Context: an optimization exercise on an open-source flow, tuned for small area and a short achievable clock period. The choices shown serve that exercise and are no tape-out recipe. Only simulation tests tie the RTL to the original design; equivalence was not proved. Power and IR drop assume default switching activity.

### flow/flow/run.sh
#!/bin/bash
# The standard layout (standard.sh) with these changes to how it is made:
#  - synthesis maps logic with flow/abc_map.script, an area-recovering ABC
#    script, in place of ORFS's abc_speed.script, and keeps ABC off the cells
#    listed in flow/abc_dont_use.txt (the mux cells, whose select-to-output
#    delay is slow on the port-to-port enq_req_rdy path). Everything else in
#    the synthesis (synth_recipe.tcl, dfflibmap, flatten, renames) is
#    unchanged, so the registers are the standard synthesis's.
#  - port buffers use a plain buffer cell instead of the delay buffer that
#    buffer_ports picks on its own.
# Each make run's full output goes to a log file in the work folder; ORFS's
# per-step logs stay under orfs/logs.
set -euo pipefail
work=$(pwd)
rm -rf "$work/orfs_scripts"
cp -r "$FLOW_HOME/scripts" "$work/orfs_scripts"
cp "$work/flow/abc_map.script" "$work/orfs_scripts/abc_speed.script"
python3 "$work/flow/patch_preamble.py" "$work/orfs_scripts/synth_preamble.tcl"
export ABC_EXTRA_DONT_USE="$(tr '\n' ' ' < "$work/flow/abc_dont_use.txt")"
export BUFFER_PORTS_ARGS="-buffer_cell sky130_fd_sc_hd__buf_2"
export IO_CONSTRAINTS="$(pwd)/flow/io.tcl"
export PRE_IO_PLACEMENT_TCL="$(pwd)/flow/io.tcl"
bash standard.sh SCRIPTS_DIR="$work/orfs_scripts" synth > flow_synth.log 2>&1
bash standard.sh SCRIPTS_DIR="$work/orfs_scripts" finish > flow_make.log 2>&1
### flow/flow/abc_dont_use.txt
sky130_fd_sc_hd__mux4_1
sky130_fd_sc_hd__mux4_2
sky130_fd_sc_hd__mux4_4
sky130_fd_sc_hd__mux2_1
sky130_fd_sc_hd__mux2_2
sky130_fd_sc_hd__mux2_4
sky130_fd_sc_hd__mux2_8
### flow/flow/abc_map.script
&get -n
&st
&syn2
&dch
&nf -R 1000 -p
&put
### flow/flow/io.tcl
# Keep the control ports, whose port-to-port paths (enq_req_flowid to
# enq_req_rdy, rd_resp_rdy to rd_req_rdy) set the clock period, side by side
# on the die's edge instead of wherever the pin placer scatters them.
set_io_pin_constraint -group -order -pin_names {
  enq_req_val enq_req_flowid[1] enq_req_flowid[0] enq_req_rdy
  rd_req_rdy rd_resp_rdy rd_resp_val rd_req_val rd_req_flowid[1] rd_req_flowid[0]
}
### flow/flow/patch_preamble.py
import sys
p = sys.argv[1]
s = open(p).read()
anchor = "# Technology mapping for cells\nset abc_args [list -script $abc_script"
assert anchor in s
s = s.replace(anchor, "# Cells the flow keeps ABC from mapping to (its own flow's choice)\nforeach cell [env_var_or_empty ABC_EXTRA_DONT_USE] {\n  lappend lib_dont_use_args -dont_use $cell\n}\n\n" + anchor)
open(p, 'w').write(s)
### flow/standard.sh
#!/bin/bash
# synth_recipe.tcl (not shown) runs the flow's synth.tcl, then flattens the netlist and writes it again
# the make line also repeats each setting of config.mk as NAME=value (left out here)
make -C /OpenROAD-flow-scripts/flow DESIGN_CONFIG=/design/flow/config.mk WORK_HOME=/design/flow/orfs CLKGATE_MAP_FILE= SYNTH_SCRIPT=/design/flow/synth_recipe.tcl "${@:-finish}"
### flow/config.mk
export PLATFORM = sky130hd
export DESIGN_NAME = rx_payload_q
export DESIGN_NICKNAME = rx_payload_q
export VERILOG_FILES = /design/flow/design.v
export SDC_FILE = /design/flow/constraint.sdc
export NUM_CORES = 4
export LEC_CHECK = 0
export CAP_MARGIN = 20
export CORE_MARGIN = 2
export CORE_UTILIZATION = 60
export CTS_BUF_LIST = sky130_fd_sc_hd__clkbuf_16
export CTS_CLUSTER_DIAMETER = 100
export CTS_CLUSTER_SIZE = 30
export SETUP_SLACK_MARGIN = 2.6
export SLEW_MARGIN = 20
### flow/constraint.sdc
create_clock -name core_clock -period 5.0 [get_ports {clk}]
set_input_delay 1.0000 -clock core_clock [delete_from_list [all_inputs] [get_ports {clk}]]
set_output_delay 1.0000 -clock core_clock [all_outputs]
set_load 0.01 [all_outputs]
### flow/design.v
`timescale 1ns/100ps
`default_nettype none
package rx_q_cfg_pkg;
    localparam int FLOW_CNT = 4;
    localparam int FLOW_ID_W = 2;
    localparam int RING_DEPTH = 8;
    localparam int RING_IDX_W = 3;
    localparam int ENTRY_W = 32;
endpackage
`default_nettype wire
`timescale 1ns/100ps
`default_nettype none
module flow_ring (
     input  logic                           clk
    ,input  logic                           reset
    ,input  logic                           push
    ,input  logic [rx_q_cfg_pkg::ENTRY_W-1:0]   push_data
    ,output logic                           full
    ,input  logic                           pop
    ,output logic [rx_q_cfg_pkg::ENTRY_W-1:0]   head_data
    ,output logic                           empty
);
    localparam int RING_DEPTH = rx_q_cfg_pkg::RING_DEPTH;
    localparam int RING_IDX_W = rx_q_cfg_pkg::RING_IDX_W;
    localparam int ENTRY_W    = rx_q_cfg_pkg::ENTRY_W;
    logic [ENTRY_W-1:0]     entries [RING_DEPTH];
    localparam int JC_W       = RING_DEPTH / 2;
    logic [RING_DEPTH-1:0]  head_oh;
    logic [JC_W-1:0]        tail_jc;
    logic [RING_DEPTH-1:0]  tail_oh;
    logic                   full_reg;
    logic                   empty_reg;
    logic [RING_DEPTH-1:0]  head_oh_nxt;
    logic [RING_DEPTH-1:0]  tail_oh_nxt;
    assign head_oh_nxt = {head_oh[RING_DEPTH-2:0], head_oh[RING_DEPTH-1]};
    assign tail_oh_nxt = {tail_oh[RING_DEPTH-2:0], tail_oh[RING_DEPTH-1]};
    for (genvar k = 0; k < JC_W; k++) begin : g_tail_dec
        if (k == 0) begin : g_first
            assign tail_oh[k]        = ~tail_jc[JC_W-1] & ~tail_jc[0];
            assign tail_oh[k + JC_W] =  tail_jc[JC_W-1] &  tail_jc[0];
        end
        else begin : g_rest
            assign tail_oh[k]        =  tail_jc[k-1] & ~tail_jc[k];
            assign tail_oh[k + JC_W] = ~tail_jc[k-1] &  tail_jc[k];
        end
    end
    assign full  = full_reg;
    assign empty = empty_reg;
    always_ff @(posedge clk) begin
        if (reset) begin
            head_oh   <= RING_DEPTH'(1);
            tail_jc   <= '0;
            full_reg  <= 1'b0;
            empty_reg <= 1'b1;
        end
        else begin
            if (push) begin
                tail_jc <= {tail_jc[JC_W-2:0], ~tail_jc[JC_W-1]};
            end
            if (pop) begin
                head_oh <= head_oh_nxt;
            end
            if (pop) begin
                full_reg <= 1'b0;
            end
            else if (push) begin
                full_reg <= |(tail_oh_nxt & head_oh);
            end
            if (push) begin
                empty_reg <= 1'b0;
            end
            else if (pop) begin
                empty_reg <= |(head_oh_nxt & tail_oh);
            end
        end
    end
    always_ff @(posedge clk) begin
        for (int e = 0; e < RING_DEPTH; e++) begin
            if (!full_reg && tail_oh[e]) begin
                entries[e] <= push_data;
            end
        end
    end
    always_comb begin
        head_data = '0;
        for (int e = 0; e < RING_DEPTH; e++) begin
            head_data = head_data
                      | (entries[e] & {ENTRY_W{!empty_reg && head_oh[e]}});
        end
    end
endmodule
`default_nettype wire
`timescale 1ns/100ps
`default_nettype none
module enqueue_steer (
     input  logic                                   enq_req_val
    ,input  logic [rx_q_cfg_pkg::FLOW_ID_W-1:0]         enq_req_flowid
    ,input  logic [rx_q_cfg_pkg::ENTRY_W-1:0]           enq_req_data
    ,output logic                                   enq_req_rdy
    ,input  logic [rx_q_cfg_pkg::FLOW_CNT-1:0]      full_vec
    ,output logic [rx_q_cfg_pkg::FLOW_CNT-1:0]      push_vec
    ,output logic [rx_q_cfg_pkg::ENTRY_W-1:0]           push_data
);
    localparam int FLOW_CNT   = rx_q_cfg_pkg::FLOW_CNT;
    localparam int FLOW_ID_W  = rx_q_cfg_pkg::FLOW_ID_W;
    assign push_data = enq_req_data;
    for (genvar i = 0; i < FLOW_CNT; i++) begin : g_ring
        assign push_vec[i] = enq_req_val && !full_vec[i]
                             && (enq_req_flowid == FLOW_ID_W'(i));
    end
    assign enq_req_rdy = ~full_vec[enq_req_flowid];
endmodule
`default_nettype wire
`timescale 1ns/100ps
`default_nettype none
module read_resp_stage (
     input  logic                                   clk
    ,input  logic                                   reset
    ,input  logic                                   rd_req_val
    ,input  logic [rx_q_cfg_pkg::FLOW_ID_W-1:0]         rd_req_flowid
    ,output logic                                   rd_req_rdy
    ,output logic                                   rd_resp_val
    ,output logic                                   rd_resp_is_empty
    ,output logic [rx_q_cfg_pkg::ENTRY_W-1:0]           rd_resp_entry
    ,input  logic                                   rd_resp_rdy
    ,input  logic [rx_q_cfg_pkg::FLOW_CNT-1:0]      empty_vec
    ,input  logic [rx_q_cfg_pkg::FLOW_CNT*rx_q_cfg_pkg::ENTRY_W-1:0] head_data_vec
    ,output logic [rx_q_cfg_pkg::FLOW_CNT-1:0]      pop_vec
);
    localparam int FLOW_CNT   = rx_q_cfg_pkg::FLOW_CNT;
    localparam int FLOW_ID_W  = rx_q_cfg_pkg::FLOW_ID_W;
    localparam int ENTRY_W    = rx_q_cfg_pkg::ENTRY_W;
    logic                   req_xfer;
    logic                   sel_empty;
    logic [ENTRY_W-1:0]     sel_data;
    logic                   resp_val_reg;
    logic                   resp_is_empty_reg;
    logic [ENTRY_W-1:0]     resp_entry_reg;
    for (genvar i = 0; i < FLOW_CNT; i++) begin : g_ring
        assign pop_vec[i] = req_xfer && (rd_req_flowid == FLOW_ID_W'(i))
                            && !empty_vec[i];
    end
    assign rd_req_rdy = ~resp_val_reg | rd_resp_rdy;
    assign req_xfer   = rd_req_val & rd_req_rdy;
    assign sel_empty = empty_vec[rd_req_flowid];
    always_comb begin
        sel_data = '0;
        for (int i = 0; i < FLOW_CNT; i++) begin
            sel_data = sel_data
                     | (head_data_vec[i*ENTRY_W +: ENTRY_W]
                        & {ENTRY_W{rd_req_flowid == FLOW_ID_W'(i)}});
        end
    end
    always_ff @(posedge clk) begin
        if (reset) begin
            resp_val_reg <= 1'b0;
        end
        else if (req_xfer) begin
            resp_val_reg <= 1'b1;
        end
        else if (rd_resp_rdy) begin
            resp_val_reg <= 1'b0;
        end
    end
    always_ff @(posedge clk) begin
        if (rd_req_rdy) begin
            resp_is_empty_reg <= sel_empty;
            resp_entry_reg    <= sel_data;
        end
    end
    assign rd_resp_val      = resp_val_reg;
    assign rd_resp_is_empty = resp_is_empty_reg;
    assign rd_resp_entry    = resp_entry_reg;
endmodule
`default_nettype wire
`timescale 1ns/100ps
`default_nettype none
module rx_payload_q (
     input  logic                           clk
    ,input  logic                           reset
    ,input  logic                           enq_req_val
    ,input  logic [rx_q_cfg_pkg::FLOW_ID_W-1:0] enq_req_flowid
    ,input  logic [rx_q_cfg_pkg::ENTRY_W-1:0]   enq_req_data
    ,output logic                           enq_req_rdy
    ,input  logic                           rd_req_val
    ,input  logic [rx_q_cfg_pkg::FLOW_ID_W-1:0] rd_req_flowid
    ,output logic                           rd_req_rdy
    ,output logic                           rd_resp_val
    ,output logic                           rd_resp_is_empty
    ,output logic [rx_q_cfg_pkg::ENTRY_W-1:0]   rd_resp_entry
    ,input  logic                           rd_resp_rdy
);
    localparam int FLOW_CNT   = rx_q_cfg_pkg::FLOW_CNT;
    localparam int ENTRY_W    = rx_q_cfg_pkg::ENTRY_W;
    logic [FLOW_CNT-1:0]            push_vec;
    logic [ENTRY_W-1:0]             push_data;
    logic [FLOW_CNT-1:0]            full_vec;
    logic [FLOW_CNT-1:0]            pop_vec;
    logic [FLOW_CNT-1:0]            empty_vec;
    logic [FLOW_CNT*ENTRY_W-1:0]    head_data_vec;
    enqueue_steer u_enqueue_steer (
         .enq_req_val       (enq_req_val        )
        ,.enq_req_flowid    (enq_req_flowid     )
        ,.enq_req_data      (enq_req_data       )
        ,.enq_req_rdy       (enq_req_rdy        )
        ,.full_vec          (full_vec           )
        ,.push_vec          (push_vec           )
        ,.push_data         (push_data          )
    );
    for (genvar i = 0; i < FLOW_CNT; i++) begin : g_flow
        flow_ring u_flow_ring (
             .clk           (clk                )
            ,.reset         (reset              )
            ,.push          (push_vec[i]        )
            ,.push_data     (push_data          )
            ,.full          (full_vec[i]        )
            ,.pop           (pop_vec[i]         )
            ,.head_data     (head_data_vec[i*ENTRY_W +: ENTRY_W])
            ,.empty         (empty_vec[i]       )
        );
    end
    read_resp_stage u_read_resp_stage (
         .clk               (clk                )
        ,.reset             (reset              )
        ,.rd_req_val        (rd_req_val         )
        ,.rd_req_flowid     (rd_req_flowid      )
        ,.rd_req_rdy        (rd_req_rdy         )
        ,.rd_resp_val       (rd_resp_val        )
        ,.rd_resp_is_empty  (rd_resp_is_empty   )
        ,.rd_resp_entry     (rd_resp_entry      )
        ,.rd_resp_rdy       (rd_resp_rdy        )
        ,.empty_vec         (empty_vec          )
        ,.head_data_vec     (head_data_vec      )
        ,.pop_vec           (pop_vec            )
    );
endmodule
`default_nettype wire
==> impl_metrics.yaml, run 1 <==
synthesis:
  ys_types: 39
  syn-instance-count: 2013
  ys_ff_latch: 1114
  ys_warn_count: 3
  yosysSeqAreaShare_pct: 83.9
  synth.avg_cell_area_um2: 19.5
  synth_edf_count: 1057
  synthFlopType: "edfxtp_1"
  syn_nets: 2054
  syn-cell-area_um2: 39200
  synth_async_sr_flop_share_pct: 0
status:
  firstError: "[ERROR PPL-0104] Pins  enq_req_flowid[0] enq_req_flowid[1] enq_req_rdy enq_req_val rd_req_flowid[0] rd_req_flowid[1] rd_req_rdy rd_req_val rd_resp_rdy rd_resp_val are ..."
  haltStage: "I/O pin placement (3_2_place_iop)"
  status: "did not finish"
floorplanning:
  num_rows: 93
  die_w_um: 260
  fp.dieH_um: 260
  start_util_pct: 60.8
==> synth_stat cells (all sizes together) (2+ instances only) <==
cell | number | share of area, %
edfxtp | 1057 | 81
a222oi | 215 | 5.5
a22oi | 146 | 2.8
nor2 | 97 | 0.93
a31oi | 95 | 1.5
nand2 | 79 | 0.76
dfxtp | 57 | 2.9
nor3 | 52 | 0.66
or4 | 24 | 0.46
a221oi | 23 | 0.51
a41oi | 20 | 0.45
a21oi | 17 | 0.22
a22o | 14 | 0.31
nor2b | 13 | 0.21
nand3 | 12 | 0.15
a211oi | 11 | 0.21
nor3b | 11 | 0.21
o22ai | 11 | 0.18
o21ai | 9 | 0.11
clkinv | 8 | 0.077
nand2b | 6 | 0.096
o221ai | 5 | 0.11
or3 | 5 | 0.080
mux2i | 4 | 0.10
a32oi | 3 | 0.067
and2 | 3 | 0.048
o21bai | 3 | 0.057
nand3b | 2 | 0.038
==> kinds of logic after synthesis <==
| family | Yosys count | synth area share, % |
|---|---|---|
| AOI/OAI and AO/OA | 577 | 12.1 |
| DFF | 1114 | 83.9 |
| muxes | 4 | 0.102 |
| buffers and inverters | 8 | 0.0766 |
| and+or+nand+nor | 310 | 3.77 |
==> run 2: changes to the inputs <==
--- a/flow/flow/run.sh
+++ b/flow/flow/run.sh
@@ -3,10 +3,13 @@
 #  - synthesis maps logic with flow/abc_map.script, an area-recovering ABC
 #    script, in place of ORFS's abc_speed.script, and keeps ABC off the cells
-#    listed in flow/abc_dont_use.txt (the mux cells, whose select-to-output
-#    delay is slow on the port-to-port enq_req_rdy path). Everything else in
+#    listed in flow/abc_dont_use.txt (the mux cells and the AND-OR/OR-AND
+#    cells with a buffered output, which are slow on the port-to-port
+#    enq_req_rdy path). Everything else in
 #    the synthesis (synth_recipe.tcl, dfflibmap, flatten, renames) is
 #    unchanged, so the registers are the standard synthesis's.
 #  - port buffers use a plain buffer cell instead of the delay buffer that
 #    buffer_ports picks on its own.
+#  - flow/io.tcl (IO_CONSTRAINTS) keeps the control ports side by side, so the
+#    port-to-port paths do not cross the die.
 # Each make run's full output goes to a log file in the work folder; ORFS's
 # per-step logs stay under orfs/logs.
@@ -20,5 +23,4 @@
 export BUFFER_PORTS_ARGS="-buffer_cell sky130_fd_sc_hd__buf_2"
 export IO_CONSTRAINTS="$(pwd)/flow/io.tcl"
-export PRE_IO_PLACEMENT_TCL="$(pwd)/flow/io.tcl"
 bash standard.sh SCRIPTS_DIR="$work/orfs_scripts" synth > flow_synth.log 2>&1
 bash standard.sh SCRIPTS_DIR="$work/orfs_scripts" finish > flow_make.log 2>&1
==> flow/flow/abc_dont_use.txt (replaced) <==
sky130_fd_sc_hd__mux4_1
sky130_fd_sc_hd__mux4_2
sky130_fd_sc_hd__mux4_4
sky130_fd_sc_hd__mux2_1
sky130_fd_sc_hd__mux2_2
sky130_fd_sc_hd__mux2_4
sky130_fd_sc_hd__mux2_8
sky130_fd_sc_hd__mux2i_1
sky130_fd_sc_hd__mux2i_2
sky130_fd_sc_hd__mux2i_4
sky130_fd_sc_hd__a2111o_1
sky130_fd_sc_hd__a2111o_2
sky130_fd_sc_hd__a2111o_4
sky130_fd_sc_hd__a211o_1
sky130_fd_sc_hd__a211o_2
sky130_fd_sc_hd__a211o_4
sky130_fd_sc_hd__a21bo_1
sky130_fd_sc_hd__a21bo_2
sky130_fd_sc_hd__a21bo_4
sky130_fd_sc_hd__a21o_1
sky130_fd_sc_hd__a21o_2
sky130_fd_sc_hd__a21o_4
sky130_fd_sc_hd__a221o_1
sky130_fd_sc_hd__a221o_2
sky130_fd_sc_hd__a221o_4
sky130_fd_sc_hd__a22o_1
sky130_fd_sc_hd__a22o_2
sky130_fd_sc_hd__a22o_4
sky130_fd_sc_hd__a2bb2o_1
sky130_fd_sc_hd__a2bb2o_2
sky130_fd_sc_hd__a2bb2o_4
sky130_fd_sc_hd__a311o_1
sky130_fd_sc_hd__a311o_2
sky130_fd_sc_hd__a311o_4
sky130_fd_sc_hd__a31o_1
sky130_fd_sc_hd__a31o_2
sky130_fd_sc_hd__a31o_4
sky130_fd_sc_hd__a32o_1
sky130_fd_sc_hd__a32o_2
sky130_fd_sc_hd__a32o_4
sky130_fd_sc_hd__a41o_1
sky130_fd_sc_hd__a41o_2
sky130_fd_sc_hd__a41o_4
sky130_fd_sc_hd__o2111a_1
sky130_fd_sc_hd__o2111a_2
sky130_fd_sc_hd__o2111a_4
sky130_fd_sc_hd__o211a_1
sky130_fd_sc_hd__o211a_2
sky130_fd_sc_hd__o211a_4
sky130_fd_sc_hd__o21a_1
sky130_fd_sc_hd__o21a_2
sky130_fd_sc_hd__o21a_4
sky130_fd_sc_hd__o21ba_1
sky130_fd_sc_hd__o21ba_2
sky130_fd_sc_hd__o21ba_4
sky130_fd_sc_hd__o221a_1
sky130_fd_sc_hd__o221a_2
sky130_fd_sc_hd__o221a_4
sky130_fd_sc_hd__o22a_1
sky130_fd_sc_hd__o22a_2
sky130_fd_sc_hd__o22a_4
sky130_fd_sc_hd__o2bb2a_1
sky130_fd_sc_hd__o2bb2a_2
sky130_fd_sc_hd__o2bb2a_4
sky130_fd_sc_hd__o311a_1
sky130_fd_sc_hd__o311a_2
sky130_fd_sc_hd__o311a_4
sky130_fd_sc_hd__o31a_1
sky130_fd_sc_hd__o31a_2
sky130_fd_sc_hd__o31a_4
sky130_fd_sc_hd__o32a_1
sky130_fd_sc_hd__o32a_2
sky130_fd_sc_hd__o32a_4
sky130_fd_sc_hd__o41a_1
sky130_fd_sc_hd__o41a_2
sky130_fd_sc_hd__o41a_4
==> impl_metrics.yaml, run 2 <==
floorplanning:
  boundaryPins: 77
  coreArea_um2: 64600
  num_rows: 93
  fp.dieH_um: 260
  start_util_pct: 60.7
  dieArea_um2: 67400
  die_w_um: 260
synthesis:
  syn-instance-count: 2022
  synth_common_cells: "edfxtp_1, a222oi_1, a22oi_1"
  syn_nets: 2063
  synth_area_leaders: "edfxtp_1, a222oi_1, a22oi_1, dfxtp_1, a31oi_1"
  synthFlopType: "edfxtp_1"
  ys_ff_latch: 1114
  synth_top_area_share_pct: 81.0
  synthMostInstantiatedCell: "edfxtp_1"
  ys_types: 35
  synth_edf_count: 1057
  synth_async_sr_flop_share_pct: 0
  synth.avg_cell_area_um2: 19.4
  yosys.area.top_type: "edfxtp_1"
  syn-cell-area_um2: 39200
  ys_warn_count: 3
  yosysSeqAreaShare_pct: 83.9
power:
  p_leak_nw: 13.6
  powerDensity_nw_per_um2: 369
  vdd_drop_max_uv: 301
cells_and_area:
  final_common_cell: "edfxtp_1"
  post-route-util_pct: 66.9
  layout_common_cells: "edfxtp_1, a222oi_1, a22oi_1"
  n_fill_cell: 4342
  largest_reg_flops: 1024
  drive_gt1_share_pct: 13.2
  fin_nets: 2286
  syn_to_final_growth_pct: 10.2
timing:
  max-slew-margin-rel_pct: 30.7
  max_freq_mhz: 395
  rsz0062_at_grt: "yes"
  drv_slew: 0
  min_period_ps: 2530
  final-hold-violation-count: 0
  fin_setup_tns_ps: 0
  period_share_pct: 50.7
  tightest_slew_ps: 1040
  setup_viol: 0
  clock_skew_ps: 28.1
flow_run:
  max_cap_viol_count: 0
min_path:
  hp-class: "flop to flop"
worst_setup_path:
  crit_slowest_cell: "buf_2"
  slowest_delay_ps: 160
  cp-start-kind: "input pin"
  crit_required_ps: 4000
  crit_family: "buffers and inverters"
  cp_max_fo: 8
  crit_arrival_ps: 1530
  cp_cell_sequence: "buf_12, nand2_1, o21ai_2, o21ai_2, buf_2"
  cp_num_buf_inv: 2
  end_kind: "output pin"
  crit_type: "input pin to output pin"
  critical_path.most_common_cell: "o21ai_2"
grt:
  grt_max_degree: 58
  grt_pass1_vias: 21901
  grt_usage_pct: 32.6
  grt.overflow.total: 0
  grt_pass1_wl_um: 155000
  antenna_found_initial: 11
detailed_routing:
  final_antenna_net_count: 0
  dr_total_vias: 22753
  drc: 0
  via_per_inst: 7.27
  drtIter0Drc: 4342
  detail_route.wl_per_cell_um: 34.9
  drt-total-wl_um: 109000
  drt_first_pass_iters: 8
cts:
  cts-root-buf: "clkbuf_16"
  cts_buffers: 43
  cts_tree: "done"
  clkLatencyLatePin_ps: 640
  numClockSinks: 1114
  cts_hold_buf: 0
  clk_pin_slew_ps: 120
  htree_num_levels: 2
  cts_buffer_depth: 3
place:
  gp_congestion: 0.842
  hpwl_um: 63800
  portBuffers: 76
status:
  status: "no timing/DRC/antenna violations"
==> run 2: cell types whose count changed after synthesis, moves of 5 or more <==
cell | before | now
a221oi_1 | 23 | 14
a41oi_1 | 20 | 29
a22oi_1 | 146 | 167
a22o_1 | 14 | 0
or3_1 | 5 | 10
o21ai_0 | 9 | 14
a31oi_1 | 95 | 77
a21oi_1 | 17 | 22
nand3_1 | 12 | 18
==> run 2: worst register-to-register path, stage by stage (launching register included) <==
cell and delay, ps:
dfxtp_1 640, nor3b_2 830, buf_4 510
==> run 2: path summary, 6_finish.rpt <==
kind,startpoint,endpoint,slack (ps),depth (start not counted)
worst max-delay path,enq_req_flowid[0],enq_req_rdy,2470,5
worst min-delay path,g_flow[0].u_flow_ring.tail_jc[2],g_flow[0].u_flow_ring.tail_jc[3],570,2
worst max register to register,g_flow[2].u_flow_ring.tail_jc[1],g_flow[2].u_flow_ring.entries[2][6],2650,2
worst min register to register,g_flow[0].u_flow_ring.tail_jc[2],g_flow[0].u_flow_ring.tail_jc[3],570,2
==> run 2: kinds of logic (layout without fill, tap and decap cells) <==
logic type	count (synthesis)	count (layout)	synth area share (%)
other cells	0	3	0
compound gates	577	577	12.1
buf+inv	7	257	0.0670
simple gates	324	324	3.99
flops	1114	1114	83.9
==> run 2: layout make-up <==
cell class | count | area [um^2] | share of cell area [%]
inverters | 7 | 30.0 | 0.0695
well taps | 855 | 1070 | 2.48
multi-input cells | 901 | 6690 | 15.5
diodes | 3 | 7.51 | 0.0174
flip-flops and latches | 1114 | 32900 | 76.2
clock inverters | 29 | 144 | 0.333
repair buffers | 178 | 1270 | 2.95
clock buffers | 43 | 1080 | 2.49
==> run 2: routing by layer <==
layer	vias to the layer above	GRT usage [%]	share of wire [%]
met1	11680	49.6	39
met2	1508	49.6	46
li1	9397	-	-
met5	-	0	0.027
met3	164	5.91	12
met4	4	8.22	2.3
==> run 2: power breakdown <==
group,switching (mW),internal [mW]
combinational,0.638,0.223
clock,2.68,1.61
sequential,0.149,10.6
==> run 2: what timing repair did <==
action                                  4_1_cts  5_1_grt
resized for setup                            32       34
endpoints found under the setup margin       65       87
setup buffers                                 6        9
pin swaps                                     2        6
gates cloned                                  1        0
==> run 2: metrics by stage <==
step | hold WS (ps) | setup WS [ps] | std cells | total power [mW] | area [um^2]
2_1_floorplan | 498 | 1630 | 2022 | 11.3 | 39300
3_5_place_dp | 545 | 1940 | 3039 | 11.8 | 41600
5_1_grt | 584 | 2460 | 3129 | 16.3 | 43200
6_report | 566 | 2470 | 3130 | 15.9 | 43200
3_3_place_gp | 531 | 1990 | 3038 | 11.8 | 41600
4_1_cts | 564 | 2360 | 3118 | 16.0 | 43000
==> run 3: changes to the inputs <==
--- a/flow/config.mk
+++ b/flow/config.mk
@@ -8,5 +8,5 @@
 export CAP_MARGIN = 20
 export CORE_MARGIN = 2
-export CORE_UTILIZATION = 60
+export CORE_UTILIZATION = 70
 export CTS_BUF_LIST = sky130_fd_sc_hd__clkbuf_16
 export CTS_CLUSTER_DIAMETER = 100
==> impl_metrics.yaml, run 3 <==
status:
  status: "no timing/DRC/antenna violations"
power:
  p_leak_nw: 13.6
  power_mw: 15.9
  powerDensity_nw_per_um2: 370
  vdd_drop_max_uv: 368
synthesis:
  syn-cell-area_um2: 39200
  synth_xor_area_share_pct: 0
  yosys.area.top_type: "edfxtp_1"
  synth.avg_cell_area_um2: 19.4
  synthMuxAreaShare_pct: 0
  synthAdderAreaFrac_pct: 0
  ys_types: 35
  ys_warn_count: 3
  synth-compound-area-share_pct: 12.1
  yosysSeqAreaShare_pct: 83.9
  synth_common_cells: "edfxtp_1, a222oi_1, a22oi_1"
  syn_nets: 2063
  synthMostInstantiatedCell: "edfxtp_1"
  ys_ff_latch: 1114
  syn-instance-count: 2022
  synth_top_family_by_area: "compound AO/OA/AOI/OAI gates"
  synth_async_sr_flop_share_pct: 0
  synthFlopType: "edfxtp_1"
  synth-simple-area-share_pct: 3.99
  synth_edf_count: 1057
  synth_area_leaders: "edfxtp_1, a222oi_1, a22oi_1, dfxtp_1, a31oi_1"
  synth_top_area_share_pct: 81.0
worst_setup_path:
  end_kind: "output pin"
  crit_arrival_ps: 1500
  crit_required_ps: 4000
  cp_max_fo: 6
  timing.reg2reg.setup_slack_ps: 2620
  cp-start-kind: "input pin"
  crit_type: "input pin to output pin"
floorplanning:
  num_rows: 86
  coreArea_um2: 55200
  start_util_pct: 71.0
  boundaryPins: 77
  fp.dieH_um: 241
  die_w_um: 241
  dieArea_um2: 57900
cells_and_area:
  drive_gt1_share_pct: 13.3
  syn_to_final_growth_pct: 9.95
  seqCellArea_um2: 32900
  layout_common_cells: "edfxtp_1, a222oi_1, a22oi_1"
  multi_input_area_um2: 6730
  n_fill_cell: 2974
  fin_nets: 2275
  largest_reg_flops: 1024
  final_common_cell: "edfxtp_1"
min_path:
  hp-class: "flop to flop"
cts:
  cts_buffer_depth: 3
  cts_buffers: 43
  cts-root-buf: "clkbuf_16"
  numClockSinks: 1114
  cts_tree: "done"
  htree_num_levels: 2
  clkLatencyLatePin_ps: 630
  clk_pin_slew_ps: 110
detailed_routing:
  drt-total-wl_um: 103000
  detail_route.wl_per_cell_um: 34.4
  via_per_inst: 7.62
  drt_first_pass_iters: 10
  final_antenna_net_count: 0
  drc: 0
  drtIter0Drc: 4903
  dr_total_vias: 22922
grt:
  grt_max_degree: 58
  grt_pass1_vias: 21507
  grt_pass1_wl_um: 147000
  grt_usage_pct: 36.0
  grt.overflow.total: 0
  antenna_found_initial: 10
flow_run:
  max_cap_viol_count: 0
timing:
  rsz0062_at_grt: "yes"
  tightest_slew_ps: 981
  max_freq_mhz: 399
  setup_viol: 0
  period_share_pct: 50.1
  fin_setup_tns_ps: 0
  min_period_ps: 2500
  clock_skew_ps: 24.6
  max-slew-margin-rel_pct: 34.6
  final-hold-violation-count: 0
  drv_slew: 0
place:
  gp_congestion: 0.877
  hpwl_um: 59700
  portBuffers: 76
==> run 3: cell types whose count changed in the layout (fill, tap and decap cells not counted), sizes merged <==
cell / delta
bufbuf: -1
clkinv: +2
buf: -11
inv: -12
diode: +4
nand2b: +1
clkinvlp: -1
bufinv: +1
clkbuf: +2
==> run 3: repair_timing <==
| action | in CTS | in global routing |
|---|---|---|
| gates resized for setup | 48 | 27 |
| pin swaps | 6 | 4 |
| endpoints found under the setup margin | 74 | 51 |
| buffers inserted | 8 | 2 |
| cloned | 1 | 0 |
| hold buffers | 0 | 0 |
==> run 3: path summary, 6_finish.rpt <==
kind | startpoint | endpoint | cells after the start
worst min register to register | g_flow[0].u_flow_ring.tail_jc[2] | g_flow[0].u_flow_ring.tail_jc[2] | 2
worst max-delay path | enq_req_flowid[0] | enq_req_rdy | 5
worst max register to register | g_flow[2].u_flow_ring.head_oh[5] | u_read_resp_stage.resp_entry_reg[6] | 4
worst min-delay path | g_flow[0].u_flow_ring.tail_jc[2] | g_flow[0].u_flow_ring.tail_jc[2] | 2
==> run 3: area by class of cell <==
| class | count | area share [%] |
|---|---|---|
| timing repair buffer | 166 | 2.86 |
| inverter | 7 | 0.0639 |
| antenna | 7 | 0.0406 |
| clock buffer | 45 | 2.61 |
| multi-input combinational | 902 | 15.6 |
| clock inverter | 19 | 0.267 |
| tap | 748 | 2.17 |
| sequential | 1114 | 76.4 |
==> run 3: kinds of logic (layout without fill, tap and decap cells) <==
logic type,after synthesis,in the layout
compound gates,577,577
buf+inv,7,237
flops,1114,1114
other cells,0,7
simple gates,324,325
==> run 3: stage by stage <==
step                instance area [um^2]  hold WS (ps)  setup WS (ps)  cells  utilization (%)
floorplan                          39300           498           1630   2022                -
global placement                   41400           523           1870   2921             74.9
detailed placement                 41500           532           1780   2924             75.1
CTS                                42900           551           2500   2997             77.7
global route                       43100           620           2480   3004             78.1
finish                             43100           574           2500   3008             78.1
==> run 3: worst max-delay path, stage by stage <==
cell      delay (ps)
buf_12           110
nand2b_4         130
nand3_2           80
o21ai_2           50
buf_2            140
==> run 3: per-layer routing <==
| metal | vias to the layer above | wire length (um) | GRT usage [%] |
|---|---|---|---|
| met1 | 11548 | 37600 | 53.3 |
| met2 | 1841 | 48200 | 55.1 |
| li1 | 9362 | - | - |
| met5 | - | 15 | 0 |
| met3 | 167 | 15100 | 9.47 |
| met4 | 4 | 2460 | 8.85 |
==> run 3: where the power goes <==
group | internal (mW) | total [mW] | switching, mW | leakage [nW]
combinational | 0.221 | 0.849 | 0.629 | 2.63
clock | 1.71 | 4.30 | 2.60 | 0.665
sequential | 10.6 | 10.8 | 0.151 | 10.3
==> run 4: changes to the inputs <==
--- a/flow/config.mk
+++ b/flow/config.mk
@@ -8,5 +8,5 @@
 export CAP_MARGIN = 20
 export CORE_MARGIN = 2
-export CORE_UTILIZATION = 70
+export CORE_UTILIZATION = 88
 export CTS_BUF_LIST = sky130_fd_sc_hd__clkbuf_16
 export CTS_CLUSTER_DIAMETER = 100
==> impl_metrics.yaml, run 4 <==
cts:
  cts-root-buf: "clkbuf_16"
  cts-resized-gates: 89
  cts_hold_buf: 0
  cts_buffer_depth: 3
  cts_buffers: 43
  post_cts_buffers: 11
  numClockSinks: 1114
  htree_num_levels: 2
synthesis:
  synth_top_area_share_pct: 81.0
  yosysSeqAreaShare_pct: 83.9
  synth_area_leaders: "edfxtp_1, a222oi_1, a22oi_1, dfxtp_1, a31oi_1"
  syn_nets: 2063
  ys_types: 35
  synthFlopType: "edfxtp_1"
  synth_async_sr_flop_share_pct: 0
  synth_common_cells: "edfxtp_1, a222oi_1, a22oi_1"
  synthMostInstantiatedCell: "edfxtp_1"
  syn-cell-area_um2: 39200
  synth_edf_count: 1057
  synth.avg_cell_area_um2: 19.4
  ys_ff_latch: 1114
  yosys.area.top_type: "edfxtp_1"
  syn-instance-count: 2022
  ys_warn_count: 3
place:
  hpwl_um: 66500
  placed_area_um2: 41200
  gp_congestion: 0.869
  portBuffers: 76
  pre_cts_ws_ps: 1630
floorplanning:
  die_w_um: 215
  num_rows: 77
  fp.dieH_um: 215
  start_util_pct: 88.8
  boundaryPins: 77
status:
  haltStage: "clock tree synthesis (4_1_cts)"
  status: "did not finish"
  firstError: "[ERROR DPL-0033] detailed placement checks failed during check placement."
[run 4: cell counts after synthesis]
Identical to the previous run, type by type.
[run 4: kinds of logic after synthesis]
| kind of cell | count (synthesis) | synth area share (%) |
|---|---|---|
| buf+inv | 7 | 0.0670 |
| simple gates | 324 | 3.99 |
| compound gates | 577 | 12.1 |
| flops | 1114 | 83.9 |
[run 4: power by group through the flow]
| stage | clock network, mW | registers [mW] | logic (mW) |
|---|---|---|---|
| after global placement | 0 | 11.0 | 0.765 |
| after floorplan | 0 | 11.0 | 0.327 |
| after detailed placement | 0 | 11.0 | 0.819 |
[run 4: stage by stage]
| step | power, mW | cells |
|---|---|---|
| 3_5_place_dp | 11.8 | 2765 |
| 2_1_floorplan | 11.3 | 2022 |
| 3_3_place_gp | 11.7 | 2764 |
[run 4: worst min path at each step]
stage,from,slack [ps],cells after the start,endpoint
3_5_place_dp,g_flow[0].u_flow_ring.tail_jc[2],540,2,g_flow[0].u_flow_ring.tail_jc[2]
3_3_place_gp,g_flow[0].u_flow_ring.tail_jc[2],530,2,g_flow[0].u_flow_ring.tail_jc[2]
2_1_floorplan,g_flow[2].u_flow_ring.empty_reg,500,2,g_flow[2].u_flow_ring.empty_reg
==> run 5: changes to the inputs <==
--- a/flow/config.mk
+++ b/flow/config.mk
@@ -8,5 +8,5 @@
 export CAP_MARGIN = 20
 export CORE_MARGIN = 2
-export CORE_UTILIZATION = 88
+export CORE_UTILIZATION = 84
 export CTS_BUF_LIST = sky130_fd_sc_hd__clkbuf_16
 export CTS_CLUSTER_DIAMETER = 100
==> impl_metrics.yaml, run 5 <==
synthesis:
  synth_xor_area_share_pct: 0
  synth.avg_cell_area_um2: 19.4
  synth_async_sr_flop_share_pct: 0
  syn-cell-area_um2: 39200
  yosysSeqAreaShare_pct: 83.9
  ys_ff_latch: 1114
  ys_warn_count: 3
  synthAdderAreaFrac_pct: 0
  synth_edf_count: 1057
  synthFlopType: "edfxtp_1"
  synth-compound-area-share_pct: 12.1
  yosys.area.top_type: "edfxtp_1"
  synthMostInstantiatedCell: "edfxtp_1"
  synth_area_leaders: "edfxtp_1, a222oi_1, a22oi_1, dfxtp_1, a31oi_1"
  synthMuxAreaShare_pct: 0
  synth-simple-area-share_pct: 3.99
  synth_common_cells: "edfxtp_1, a222oi_1, a22oi_1"
  synth_top_area_share_pct: 81.0
  ys_types: 35
  synth_top_family_by_area: "compound AO/OA/AOI/OAI gates"
  syn_nets: 2063
  syn-instance-count: 2022
place:
  hpwl_um: 60200
  gp_congestion: 0.922
  portBuffers: 76
floorplanning:
  boundaryPins: 77
  num_rows: 79
  die_w_um: 220
  fp.dieH_um: 220
  start_util_pct: 84.7
status:
  status: "did not finish"
  firstError: "[ERROR DPL-0033] detailed placement checks failed during check placement."
  haltStage: "detailed placement (3_5_place_dp)"
[run 5: cell counts after synthesis]
No cell type changed its count.
[run 5: logic make-up after synthesis]
logic type      after synthesis
buf+inv                       7
simple gates                324
flops                      1114
compound gates              577
[run 5: power groups by stage]
| stage | registers, mW | clock network (mW) | logic, mW |
|---|---|---|---|
| floorplan | 11.0 | 0 | 0.327 |
| global placement | 11.0 | 0 | 0.757 |
[run 5: worst max path at each step]
stage	slack [ps]	endpoint	depth (start not counted)
2_1_floorplan	1630	g_flow[2].u_flow_ring.entries[3][0]	1
3_3_place_gp	2110	g_flow[1].u_flow_ring.head_oh[7]	6
[run 5: through the flow]
stage	power (mW)	hold WS, ps	setup WS (ps)	instance area, um^2
after global placement	11.7	524	2110	41100
after floorplan	11.3	498	1630	39300
==> run 6: changes to the inputs <==
--- a/flow/config.mk
+++ b/flow/config.mk
@@ -8,5 +8,5 @@
 export CAP_MARGIN = 20
 export CORE_MARGIN = 2
-export CORE_UTILIZATION = 84
+export CORE_UTILIZATION = 80
 export CTS_BUF_LIST = sky130_fd_sc_hd__clkbuf_16
 export CTS_CLUSTER_DIAMETER = 100
==> impl_metrics.yaml, run 6 <==
place:
  hpwl_um: 58400
  pre_cts_ws_ps: 1970
  portBuffers: 76
  gp_congestion: 0.891
  dp_cells: 2782
synthesis:
  syn_nets: 2063
  ys_warn_count: 3
  synthFlopType: "edfxtp_1"
  yosys.area.top_type: "edfxtp_1"
  ys_types: 35
  synth_top_area_share_pct: 81.0
  yosysSeqAreaShare_pct: 83.9
  synthMostInstantiatedCell: "edfxtp_1"
  synth_edf_count: 1057
  synth.avg_cell_area_um2: 19.4
  synth_area_leaders: "edfxtp_1, a222oi_1, a22oi_1, dfxtp_1, a31oi_1"
  ys_ff_latch: 1114
  synth_common_cells: "edfxtp_1, a222oi_1, a22oi_1"
  syn-cell-area_um2: 39200
  synth_async_sr_flop_share_pct: 0
  syn-instance-count: 2022
detailed_routing:
  drtIter0Drc: 5451
  drc: 0
  drt_first_pass_iters: 13
  dr_total_vias: 23438
  detail_route.wl_per_cell_um: 35.6
  final_antenna_net_count: 0
  via_per_inst: 8.19
  drt-total-wl_um: 102000
worst_setup_path:
  startpoint: "enq_req_flowid[0]"
  worstReg2RegStart: "g_flow[1].u_flow_ring.head_oh[5]"
  crit_required_ps: 4000
  crit_type: "input pin to output pin"
  cp-start-kind: "input pin"
  cp_max_fo: 7
  end_kind: "output pin"
  crit_arrival_ps: 1510
cts:
  numClockSinks: 1114
  clkLatencyLatePin_ps: 620
  cts-root-buf: "clkbuf_16"
  cts_buffers: 43
  cts_tree: "done"
  htree_num_levels: 2
  clk_pin_slew_ps: 110
  cts_buffer_depth: 3
timing:
  fin_ws_ps: 2490
  min_period_ps: 2510
  tightest_slew_ps: 1060
  drv_slew: 0
  max_freq_mhz: 399
  final-hold-violation-count: 0
  max-slew-margin-rel_pct: 29.7
  period_share_pct: 50.2
  fin_setup_tns_ps: 0
  clock_skew_ps: 29.3
  rsz0062_at_grt: "yes"
  setup_viol: 0
power:
  seq_power_share_pct: 68.1
  swShare_pct: 21.2
  p_int_mw: 12.5
  powerDensity_nw_per_um2: 372
  p_switching_mw: 3.37
  combPwrFrac_pct: 5.2
  vdd_drop_max_uv: 476
  p_leak_nw: 13.5
  power_frac_clock_pct: 26.7
flow_run:
  max_cap_viol_count: 0
cells_and_area:
  instances_no_fill: 2861
  final_common_cell: "edfxtp_1"
  largest_reg_flops: 1024
  layout_common_cells: "edfxtp_1, a222oi_1, a22oi_1"
  syn_to_final_growth_pct: 8.85
  post-route-util_pct: 87.7
  fin_nets: 2261
  drive_gt1_share_pct: 11.9
floorplanning:
  num_rows: 81
  coreArea_um2: 48600
  die_w_um: 225
  start_util_pct: 80.6
  dieArea_um2: 50800
  fp.dieH_um: 225
  boundaryPins: 77
grt:
  grt_usage_pct: 40.6
  grt_pass1_vias: 21939
  antenna_found_initial: 6
  grt.overflow.total: 0
  grt_pass1_wl_um: 146000
  grt_max_degree: 58
min_path:
  hp-class: "flop to flop"
  hp-start: "g_flow[3].u_flow_ring.head_oh[3]"
status:
  status: "no timing/DRC/antenna violations"
[run 6: power by group through the flow]
stage	clock [mW]	combinational, mW	sequential, mW
3_3_place_gp	0	0.741	11.0
3_5_place_dp	0	0.767	11.0
4_1_cts	4.21	0.774	10.8
6_report	4.24	0.820	10.8
5_1_grt	4.46	0.860	10.8
2_1_floorplan	0	0.327	11.0
[run 6: routing by layer]
metal  share of wire, %  global-route usage, %  up-vias
met3                 14                   6.57      343
li1                   -                      -     9323
met4                6.4                   21.8        6
met1                 32                   57.3    11337
met2                 48                   63.1     2429
met5              0.033                      0        -
[run 6: cell type report]
cell class / instances / area [um^2]
tap: 622 / 778
clock inverter: 17 / 85.1
clock buffer: 45 / 1130
antenna: 2 / 5.00
sequential: 1114 / 32900
inverter: 7 / 28.8
fill: 1897 / 5970
multi-input combinational: 902 / 6620
timing repair buffer: 152 / 1100
[run 6: cell families (layout without fill, tap and decap cells)]
group	Yosys count	count (layout)	synth area share, %
other	0	2	0
flip-flops	1114	1114	83.9
buffers and inverters	7	221	0.0670
AO/OA/AOI/OAI	577	577	12.1
AND/OR/NAND/NOR	324	325	3.99
[run 6: timing repair]
item | 4_1_cts | 5_1_grt
resized for setup | 23 | 35
setup endpoints to repair | 28 | 23
pin swaps | 8 | 7
cloned | 1 | 0
hold buffers | 0 | 0
buffers inserted | 3 | 6
[run 6: critical path, cell delays in order]
cell and delay, ps:
buf_12 110, nand2b_4 130, nand3_2 70, o21ai_1 60, buf_2 140
[run 6: metrics by stage]
step | power (mW) | cell area [um^2] | hold slack [ps]
6_report | 15.9 | 42700 | 531
5_1_grt | 16.2 | 42700 | 545
4_1_cts | 15.8 | 42400 | 524
3_5_place_dp | 11.8 | 41100 | 508
3_3_place_gp | 11.7 | 41100 | 491
2_1_floorplan | 11.3 | 39300 | 498
[run 6: final timing paths]
path                                              end  slack [ps]  depth (start not counted)
hold / removal       g_flow[3].u_flow_ring.head_oh[4]         530                          2
hold reg to reg      g_flow[3].u_flow_ring.head_oh[4]         530                          2
setup / recovery                          enq_req_rdy        2490                          5
setup reg to reg  u_read_resp_stage.resp_entry_reg[3]        2610                          6
==> run 7: changes to the inputs <==
--- a/flow/design.v
+++ b/flow/design.v
@@ -164,5 +164,5 @@
     end
     always_ff @(posedge clk) begin
-        if (rd_req_rdy) begin
+        if (req_xfer) begin
             resp_is_empty_reg <= sel_empty;
             resp_entry_reg    <= sel_data;
==> impl_metrics.yaml, run 7 <==
status:
  status: "no timing/DRC/antenna violations"
power:
  power_mw: 15.9
  p_leak_nw: 13.4
  vdd_drop_max_uv: 689
  powerDensity_nw_per_um2: 370
grt:
  grt.overflow.total: 0
  grt_max_degree: 58
  grt_usage_pct: 40.9
  antenna_found_initial: 5
  grt_pass1_wl_um: 147000
  grt_pass1_vias: 22933
worst_setup_path:
  crit_end: "enq_req_rdy"
  rr_endpoint: "u_read_resp_stage.resp_entry_reg[17]"
  startpoint: "enq_req_flowid[0]"
  rr_worst_depth: 6
  cp_max_fo: 7
  cp-start-kind: "input pin"
  crit_required_ps: 4000
  worstReg2RegStart: "g_flow[0].u_flow_ring.head_oh[1]"
  crit_type: "input pin to output pin"
  crit_arrival_ps: 1480
  end_kind: "output pin"
  timing.reg2reg.setup_slack_ps: 2630
cells_and_area:
  instances_no_fill: 2978
  syn_to_final_growth_pct: 8.92
  drive_gt1_share_pct: 11.4
  final_common_cell: "edfxtp_1"
  layout_common_cells: "edfxtp_1, a22oi_1, a222oi_1"
  finalInstanceArea_um2: 42900
  largest_reg_flops: 1024
  fin_nets: 2336
synthesis:
  synth_area_leaders: "edfxtp_1, a22oi_1, a222oi_1, dfxtp_1, a41oi_1"
  ys_types: 32
  yosys.area.top_type: "edfxtp_1"
  synthMostInstantiatedCell: "edfxtp_1"
  yosysSeqAreaShare_pct: 83.5
  synth.avg_cell_area_um2: 18.8
  syn-instance-count: 2094
  synthFlopType: "edfxtp_1"
  ys_warn_count: 3
  ys_ff_latch: 1114
  synth_edf_count: 1057
  syn-cell-area_um2: 39400
  synth_top_area_share_pct: 80.6
  synth_async_sr_flop_share_pct: 0
  syn_nets: 2135
  synth_common_cells: "edfxtp_1, a22oi_1, a222oi_1"
detailed_routing:
  drc: 0
  final_antenna_net_count: 0
  drt-total-wl_um: 102000
  via_per_inst: 7.98
  drt_first_pass_iters: 10
  dr_total_vias: 23754
  drtIter0Drc: 4934
  detail_route.wl_per_cell_um: 34.4
cts:
  clk_pin_slew_ps: 110
  htree_num_levels: 2
  clkLatencyLatePin_ps: 630
  cts_tree: "done"
  cts-root-buf: "clkbuf_16"
  cts_buffers: 43
  numClockSinks: 1114
  cts_buffer_depth: 3
floorplanning:
  start_util_pct: 80.8
  coreArea_um2: 48700
  boundaryPins: 77
  die_w_um: 226
  num_rows: 81
  fp.dieH_um: 226
  dieArea_um2: 51000
timing:
  setup_viol: 0
  hold_slack_ps: 520
  clock_skew_ps: 36.4
  max-slew-margin-rel_pct: 21.6
  rsz0062_at_grt: "yes"
  max_freq_mhz: 403
  drv_slew: 0
  min_period_ps: 2480
  final-hold-violation-count: 0
  fin_setup_tns_ps: 0
  period_share_pct: 49.6
  tightest_slew_ps: 1180
place:
  hpwl_um: 56900
  dp_cells: 2900
  portBuffers: 76
  gp_congestion: 0.902
  placed_area_um2: 41400
flow_run:
  max_cap_viol_count: 0
min_path:
  hp-class: "flop to flop"
-- run 7: layout make-up --
| cell class | count | area [um^2] |
|---|---|---|
| diodes | 2 | 5.00 |
| clock buffers | 45 | 1130 |
| clock inverters | 17 | 90.1 |
| fillers | 1880 | 5830 |
| inverters | 13 | 65.1 |
| multi-input cells | 967 | 6790 |
| flip-flops and latches | 1114 | 32900 |
| well taps | 664 | 831 |
| repair buffers | 156 | 1090 |
-- run 7: layer usage --
metal	up-vias	wire (um)	GRT usage, %
met1	11449	33000	56.9
met5	-	35	0
li1	9461	-	-
met2	2472	47900	62.7
met3	366	16000	9.58
met4	6	5500	20.3
-- run 7: how the worst min path moves through the flow --
stage	startpoint	endpoint	slack, ps	depth (start not counted)
4_1_cts	u_read_resp_stage.resp_val_reg	u_read_resp_stage.resp_val_reg	510	2
3_3_place_gp	u_read_resp_stage.resp_val_reg	u_read_resp_stage.resp_val_reg	500	2
2_1_floorplan	g_flow[1].u_flow_ring.empty_reg	g_flow[1].u_flow_ring.empty_reg	510	2
3_5_place_dp	u_read_resp_stage.resp_val_reg	u_read_resp_stage.resp_val_reg	520	2
5_1_grt	u_read_resp_stage.resp_val_reg	u_read_resp_stage.resp_val_reg	550	2
6_report	u_read_resp_stage.resp_val_reg	u_read_resp_stage.resp_val_reg	520	2
-- run 7: repair_timing --
item / CTS / global route
setup endpoints to repair: 13 / 46
resized for setup: 26 / 16
hold buffers: 0 / 0
pin swaps: 1 / 1
buffers inserted: 4 / 6
hold endpoints to repair: 0 / 0
-- run 7: per-stage QoR --
step | utilization, % | setup WS (ps)
after floorplan | - | 1610
after global placement | 84.9 | 1800
after detailed placement | 84.9 | 1920
after CTS | 87.6 | 2510
after global routing | 88.0 | 2500
final | 88.0 | 2520
-- run 7: worst max-delay path, cell delays in order --
cell      delay (ps)
buf_8            110
nand2b_4         130
nand3_2           60
o21ai_1           50
buf_2            130
-- run 7: power breakdown --
group          total (mW)  switching, mW  internal (mW)
combinational       0.848          0.629          0.220
sequential           10.8          0.168           10.6
clock                4.23           2.58           1.65
total                15.9           3.37           12.5
-- run 7: kinds of logic (layout without fill, tap and decap cells) --
group                  Yosys count  in the layout  synth area share (%)
and+or+nand+nor                353            353                  4.25
DFF                           1114           1114                  83.5
AOI/OAI and AO/OA              614            614                  12.2
other                            0              2                     0
buffers and inverters           13            231                 0.124
==> run 8: changes to the inputs <==
--- a/flow/config.mk
+++ b/flow/config.mk
@@ -8,5 +8,5 @@
 export CAP_MARGIN = 20
 export CORE_MARGIN = 2
-export CORE_UTILIZATION = 80
+export CORE_UTILIZATION = 60
 export CTS_BUF_LIST = sky130_fd_sc_hd__clkbuf_16
 export CTS_CLUSTER_DIAMETER = 100
==> impl_metrics.yaml, run 8 <==
grt:
  grt_max_degree: 58
  grt.overflow.total: 0
  grt_pass1_wl_um: 159000
  antenna_found_initial: 6
  grt_pass1_vias: 21261
  grt_usage_pct: 33.5
worst_setup_path:
  timing.reg2reg.setup_slack_ps: 2610
  rr_worst_depth: 6
  cp_num_buf_inv: 2
  cp_cell_sequence: "buf_12, o21ai_4, o21ai_2, buf_2"
  crit_family: "compound AO/OA/AOI/OAI gates"
  slowest_delay_ps: 240
  rr_endpoint: "u_read_resp_stage.resp_entry_reg[1]"
  cp-start-kind: "input pin"
  crit_arrival_ps: 1630
  crit_type: "input pin to output pin"
  cp_max_fo: 6
  crit_required_ps: 4000
  crit_slowest_cell: "o21ai_4"
  end_kind: "output pin"
  worstReg2RegStart: "g_flow[1].u_flow_ring.head_oh[6]"
detailed_routing:
  drc: 0
  drt-total-wl_um: 113000
  via_per_inst: 7.16
  drt_first_pass_iters: 8
  detail_route.wl_per_cell_um: 35.2
  drtIter0Drc: 4350
  dr_total_vias: 22900
  final_antenna_net_count: 0
place:
  gp_congestion: 0.857
  portBuffers: 76
  dp_cells: 3106
  hpwl_um: 65400
cells_and_area:
  multi_input_area_um2: 7020
  n_fill_cell: 4310
  layout_common_cells: "edfxtp_1, a22oi_1, a222oi_1"
  drive_gt1_share_pct: 13.7
  largest_reg_flops: 1024
  seqCellArea_um2: 32900
  final_common_cell: "edfxtp_1"
  fin_nets: 2345
  instances_no_fill: 3199
  syn_to_final_growth_pct: 10.4
timing:
  clock_skew_ps: 40.0
  max_freq_mhz: 380
  period_share_pct: 52.7
  fin_setup_tns_ps: 0
  setup_viol: 0
  final-hold-violation-count: 0
  max-slew-margin-rel_pct: 25.0
  rsz0062_at_grt: "yes"
  min_period_ps: 2630
  hold_slack_ps: 530
  tightest_slew_ps: 1130
  drv_slew: 0
cts:
  numClockSinks: 1114
  cts_hold_buf: 0
  cts-root-buf: "clkbuf_16"
  cts_tree: "done"
  clk_pin_slew_ps: 120
  cts_buffers: 43
  clkLatencyLatePin_ps: 640
  cts_buffer_depth: 3
  htree_num_levels: 2
synthesis:
  syn-cell-area_um2: 39400
  synth_area_leaders: "edfxtp_1, a22oi_1, a222oi_1, dfxtp_1, a41oi_1"
  synthFlopType: "edfxtp_1"
  synth_top_area_share_pct: 80.6
  synthMostInstantiatedCell: "edfxtp_1"
  synth.avg_cell_area_um2: 18.8
  synth_edf_count: 1057
  syn-instance-count: 2094
  yosys.area.top_type: "edfxtp_1"
  ys_warn_count: 3
  synth_common_cells: "edfxtp_1, a22oi_1, a222oi_1"
  synth_async_sr_flop_share_pct: 0
  yosysSeqAreaShare_pct: 83.5
  ys_ff_latch: 1114
  syn_nets: 2135
  ys_types: 32
status:
  status: "no timing/DRC/antenna violations"
power:
  vdd_drop_max_uv: 335
  powerDensity_nw_per_um2: 370
  p_leak_nw: 13.6
min_path:
  hp-class: "flop to flop"
  hold_end: "u_read_resp_stage.resp_val_reg"
  holdPathStages: 2
  hp-start: "u_read_resp_stage.resp_val_reg"
floorplanning:
  coreArea_um2: 64700
  start_util_pct: 60.9
  die_w_um: 260
  boundaryPins: 77
  dieArea_um2: 67700
  num_rows: 93
  fp.dieH_um: 260
flow_run:
  max_cap_viol_count: 0
==> run 8: cell count changes in the layout (fill, tap and decap cells not counted), sizes merged <==
cell      delta
inv         +16
clkinv       +1
diode        +4
buf          +9
bufinv       -1
clkinvlp     +1
==> run 8: final cells by class <==
| type | count | share of cell area [%] |
|---|---|---|
| antenna | 6 | 0.0345 |
| sequential | 1114 | 75.7 |
| inverter | 13 | 0.144 |
| timing repair buffer | 165 | 2.59 |
| multi-input combinational | 967 | 16.1 |
| clock buffer | 45 | 2.59 |
| tap | 855 | 2.46 |
| clock inverter | 34 | 0.342 |
==> run 8: kinds of logic after synthesis <==
kind of cell,count (synthesis),share of synthesized area [%]
simple gates,353,4.25
buf+inv,13,0.124
compound gates,614,12.2
flops,1114,83.5
==> run 8: worst max path at each step <==
stage	start	end	slack, ps	cells past startpoint
2_1_floorplan	g_flow[3].u_flow_ring.tail_jc[1]	g_flow[3].u_flow_ring.entries[2][0]	1610	1
3_3_place_gp	rd_req_flowid[1]	u_read_resp_stage.resp_entry_reg[8]	1640	5
3_5_place_dp	enq_req_flowid[0]	enq_req_rdy	1670	4
4_1_cts	enq_req_flowid[0]	enq_req_rdy	2340	5
5_1_grt	enq_req_flowid[0]	enq_req_rdy	2360	4
6_report	enq_req_flowid[0]	enq_req_rdy	2370	4
==> run 8: power by group <==
| group | switching (mW) | leakage (nW) | total [mW] | internal (mW) |
|---|---|---|---|---|
| Clock | 2.69 | 0.732 | 4.37 | 1.67 |
| Sequential | 0.155 | 10.3 | 10.8 | 10.6 |
| Combinational | 0.704 | 2.60 | 0.928 | 0.225 |
==> run 8: per-layer routing <==
metal	global-route usage, %	part of all wire, %	vias up
met5	0	0.0098	-
met1	48.9	38	11788
li1	-	-	9534
met3	5.67	11	178
met4	8.79	2.9	2
met2	53.4	48	1398
==> run 8: repair_timing <==
action	CTS	global route
endpoints found under the setup margin	75	48
buffers inserted	3	5
pin swaps	2	7
resized for setup	77	29
==> run 8: through the flow <==
step	instance area [um^2]	total power, mW	util, %	setup slack (ps)
global placement	41800	11.9	64.6	1640
finish	43500	16.1	67.3	2370
floorplan	39500	11.3	-	1610
global route	43500	16.5	67.2	2360
detailed placement	41800	11.9	64.6	1670
CTS	43300	16.1	67.0	2340
==> run 8: worst reg2reg max path, cell delays in order (launching register included) <==
cell     delay (ps)
dfxtp_1         690
buf_4           430
a22oi_1         170
nand3_1         120
a21oi_2          70
o22ai_1         580
or3_1           200
==> run 9: changes to the inputs <==
--- a/flow/design.v
+++ b/flow/design.v
@@ -164,5 +164,5 @@
     end
     always_ff @(posedge clk) begin
-        if (req_xfer) begin
+        if (rd_req_rdy) begin
             resp_is_empty_reg <= sel_empty;
             resp_entry_reg    <= sel_data;
--- a/flow/config.mk
+++ b/flow/config.mk
@@ -11,5 +11,5 @@
 export CTS_BUF_LIST = sky130_fd_sc_hd__clkbuf_16
 export CTS_CLUSTER_DIAMETER = 100
-export CTS_CLUSTER_SIZE = 30
+export CTS_CLUSTER_SIZE = 34
 export SETUP_SLACK_MARGIN = 2.6
 export SLEW_MARGIN = 20
==> impl_metrics.yaml, run 9 <==
grt:
  antenna_found_initial: 11
  grt_pass1_vias: 21825
  grt_max_degree: 58
  grt_pass1_wl_um: 155000
  grt_usage_pct: 32.6
  grt.overflow.total: 0
cts:
  cts-root-buf: "clkbuf_16"
  cts_buffers: 39
  cts_buffer_depth: 3
  cts_tree: "done"
  numClockSinks: 1114
  cts_hold_buf: 0
  clk_pin_slew_ps: 120
  htree_num_levels: 2
  clkLatencyLatePin_ps: 630
synthesis:
  synth.avg_cell_area_um2: 19.4
  ys_warn_count: 3
  synth-compound-area-share_pct: 12.1
  synth_top_family_by_area: "compound AO/OA/AOI/OAI gates"
  synth-simple-area-share_pct: 3.99
  synth_xor_area_share_pct: 0
  synth_top_area_share_pct: 81.0
  synth_common_cells: "edfxtp_1, a222oi_1, a22oi_1"
  ys_types: 35
  syn_nets: 2063
  synthAdderAreaFrac_pct: 0
  syn-instance-count: 2022
  ys_ff_latch: 1114
  synthMostInstantiatedCell: "edfxtp_1"
  yosysSeqAreaShare_pct: 83.9
  yosys.area.top_type: "edfxtp_1"
  synth_area_leaders: "edfxtp_1, a222oi_1, a22oi_1, dfxtp_1, a31oi_1"
  synth_edf_count: 1057
  synthMuxAreaShare_pct: 0
  synth_async_sr_flop_share_pct: 0
  synthFlopType: "edfxtp_1"
  syn-cell-area_um2: 39200
worst_setup_path:
  cp_num_buf_inv: 2
  cp-start-kind: "input pin"
  crit_required_ps: 4000
  cp_max_fo: 8
  cp_cell_sequence: "buf_12, nand2_1, o21ai_2, o21ai_2, buf_2"
  crit_type: "input pin to output pin"
  crit_slowest_cell: "buf_2"
  critical_path.most_common_cell: "o21ai_2"
  crit_arrival_ps: 1540
  slowest_delay_ps: 160
  crit_family: "buffers and inverters"
  end_kind: "output pin"
cells_and_area:
  drive_gt1_share_pct: 13.2
  syn_to_final_growth_pct: 10.1
  final_common_cell: "edfxtp_1"
  layout_common_cells: "edfxtp_1, a222oi_1, a22oi_1"
  fin_nets: 2284
  largest_reg_flops: 1024
floorplanning:
  boundaryPins: 77
  dieArea_um2: 67400
  fp.dieH_um: 260
  coreArea_um2: 64600
  die_w_um: 260
  num_rows: 93
  start_util_pct: 60.7
power:
  seq_power_share_pct: 68.3
  p_int_mw: 12.4
  combPwrFrac_pct: 5.5
  vdd_drop_max_uv: 422
  powerDensity_nw_per_um2: 366
  p_switching_mw: 3.41
  p_leak_nw: 13.6
  power_mw: 15.8
  power_frac_clock_pct: 26.3
  swShare_pct: 21.6
timing:
  clock_skew_ps: 42.1
  drv_slew: 0
  fin_setup_tns_ps: 0
  rsz0062_at_grt: "yes"
  setup_viol: 0
  max-slew-margin-rel_pct: 31.9
  final-hold-violation-count: 0
  tightest_slew_ps: 1020
  period_share_pct: 50.8
  max_freq_mhz: 393
  fin_ws_ps: 2460
  min_period_ps: 2540
detailed_routing:
  drt_first_pass_iters: 8
  drt-total-wl_um: 109000
  final_antenna_net_count: 0
  drc: 0
  via_per_inst: 7.31
  dr_total_vias: 22800
  drtIter0Drc: 4267
  detail_route.wl_per_cell_um: 35.1
place:
  pre_cts_ws_ps: 1940
  gp_congestion: 0.842
  portBuffers: 76
  hpwl_um: 63800
status:
  status: "no timing/DRC/antenna violations"
min_path:
  hp-class: "flop to flop"
flow_run:
  max_cap_viol_count: 0
run 9: cell types whose count changed after synthesis, sizes merged, moves of 8 or more:
cell    before  now
nand3       57   18
nor2        88   99
or4          9   20
a222oi     161  215
a211oi      20   12
a221oi       4   14
nand2       93   75
o22ai       32   14
a31oi       35   77
nor2b        4   12
a41oi       45   29
or3         24   10
a21oi       62   22
a22oi      230  167
run 9: timing repair:
item	in CTS	in global routing
endpoints found under the setup margin	71	106
pin swaps	2	11
gates cloned	1	0
setup buffers	5	12
resized for setup	33	36
run 9: layout make-up:
cell class / count / area, um^2
Inverter: 7 / 30.0
Fill cell: 4338 / 21400
Tap cell: 855 / 1070
Multi-Input combinational cell: 901 / 6700
Timing Repair Buffer: 180 / 1290
Clock buffer: 41 / 1030
Clock inverter: 17 / 95.1
Antenna cell: 3 / 7.51
Sequential cell: 1114 / 32900
run 9: logic make-up (layout without fill, tap and decap cells):
kind of cell | after synthesis | in the layout
AOI/OAI and AO/OA | 577 | 577
buffers and inverters | 7 | 245
DFF | 1114 | 1114
other | 0 | 3
and+or+nand+nor | 324 | 324
run 9: final timing paths:
path | start | end | slack (ps) | depth (start not counted)
max | enq_req_flowid[0] | enq_req_rdy | 2460 | 5
min | g_flow[0].u_flow_ring.tail_jc[2] | g_flow[0].u_flow_ring.tail_jc[2] | 570 | 2
max reg2reg | g_flow[1].u_flow_ring.head_oh[1] | u_read_resp_stage.resp_entry_reg[20] | 2670 | 4
min reg2reg | g_flow[0].u_flow_ring.tail_jc[2] | g_flow[0].u_flow_ring.tail_jc[2] | 570 | 2
run 9: stage by stage:
step | util (%) | cells | instance area, um^2 | hold WS (ps)
4_1_cts | 66.4 | 3103 | 42900 | 564
3_5_place_dp | 64.4 | 3039 | 41600 | 545
3_3_place_gp | 64.4 | 3038 | 41600 | 531
6_report | 66.8 | 3118 | 43200 | 570
2_1_floorplan | - | 2022 | 39300 | 498
5_1_grt | 66.8 | 3117 | 43100 | 587
run 9: worst reg2reg max path, cell delays in order (launching register included):
cell	delay [ps]
dfxtp_2	490
buf_4	330
a222oi_1	380
a41oi_1	420
or3_1	480
run 9: power groups by stage:
stage / Clock (mW) / Sequential, mW / Combinational, mW
after floorplan: 0 / 11.0 / 0.327
after global placement: 0 / 11.0 / 0.800
after detailed placement: 0 / 11.0 / 0.819
after CTS: 4.19 / 10.8 / 0.837
after global routing: 4.45 / 10.8 / 0.918
final: 4.15 / 10.8 / 0.864
run 9: routing by layer:
layer	part of all wire (%)	vias up	global-route usage (%)
met3	12	160	6.05
met2	46	1483	49.7
met4	2.3	0	8.08
met5	0	-	0
li1	-	9380	-
met1	40	11777	49.7

separate check: timing with driven ports:
No port has a modelled driver above. Below, the same layouts with a new extraction and two added sets of constraints. Step 1: set_driving_cell puts a clkbuf_16 on clk and a buf_2 on each other input, an assumption about the parent block. Step 2 moves the port delays by t, midway between the first and last clock arrival at a register: inputs arrive t later, outputs are due t later. That takes back most of the time a late clock gives input paths. Slacks: ideal ports / drivers / drivers and shift; pairs: ideal ports / drivers.
run	t, ns	setup WS [ns]	worst setup path at the end
run 2	0.691	2.466 / 2.404 / 2.001	input to register
run 3	0.679	2.496 / 2.447 / 2.063	input to register
run 6	0.670	2.492 / 2.439 / 1.982	input to register
run 7	0.676	2.518 / 2.477 / 2.050	input to register
run 8	0.682	2.365 / 2.313 / 2.091	input to register
run 9	0.674	2.458 / 2.396 / 1.984	input to register
After both steps setup and hold are still met in every run listed. For run 6, which loses most, drivers alone change the setup slack by -0.053 ns; drivers and shift together by -0.510 ns.
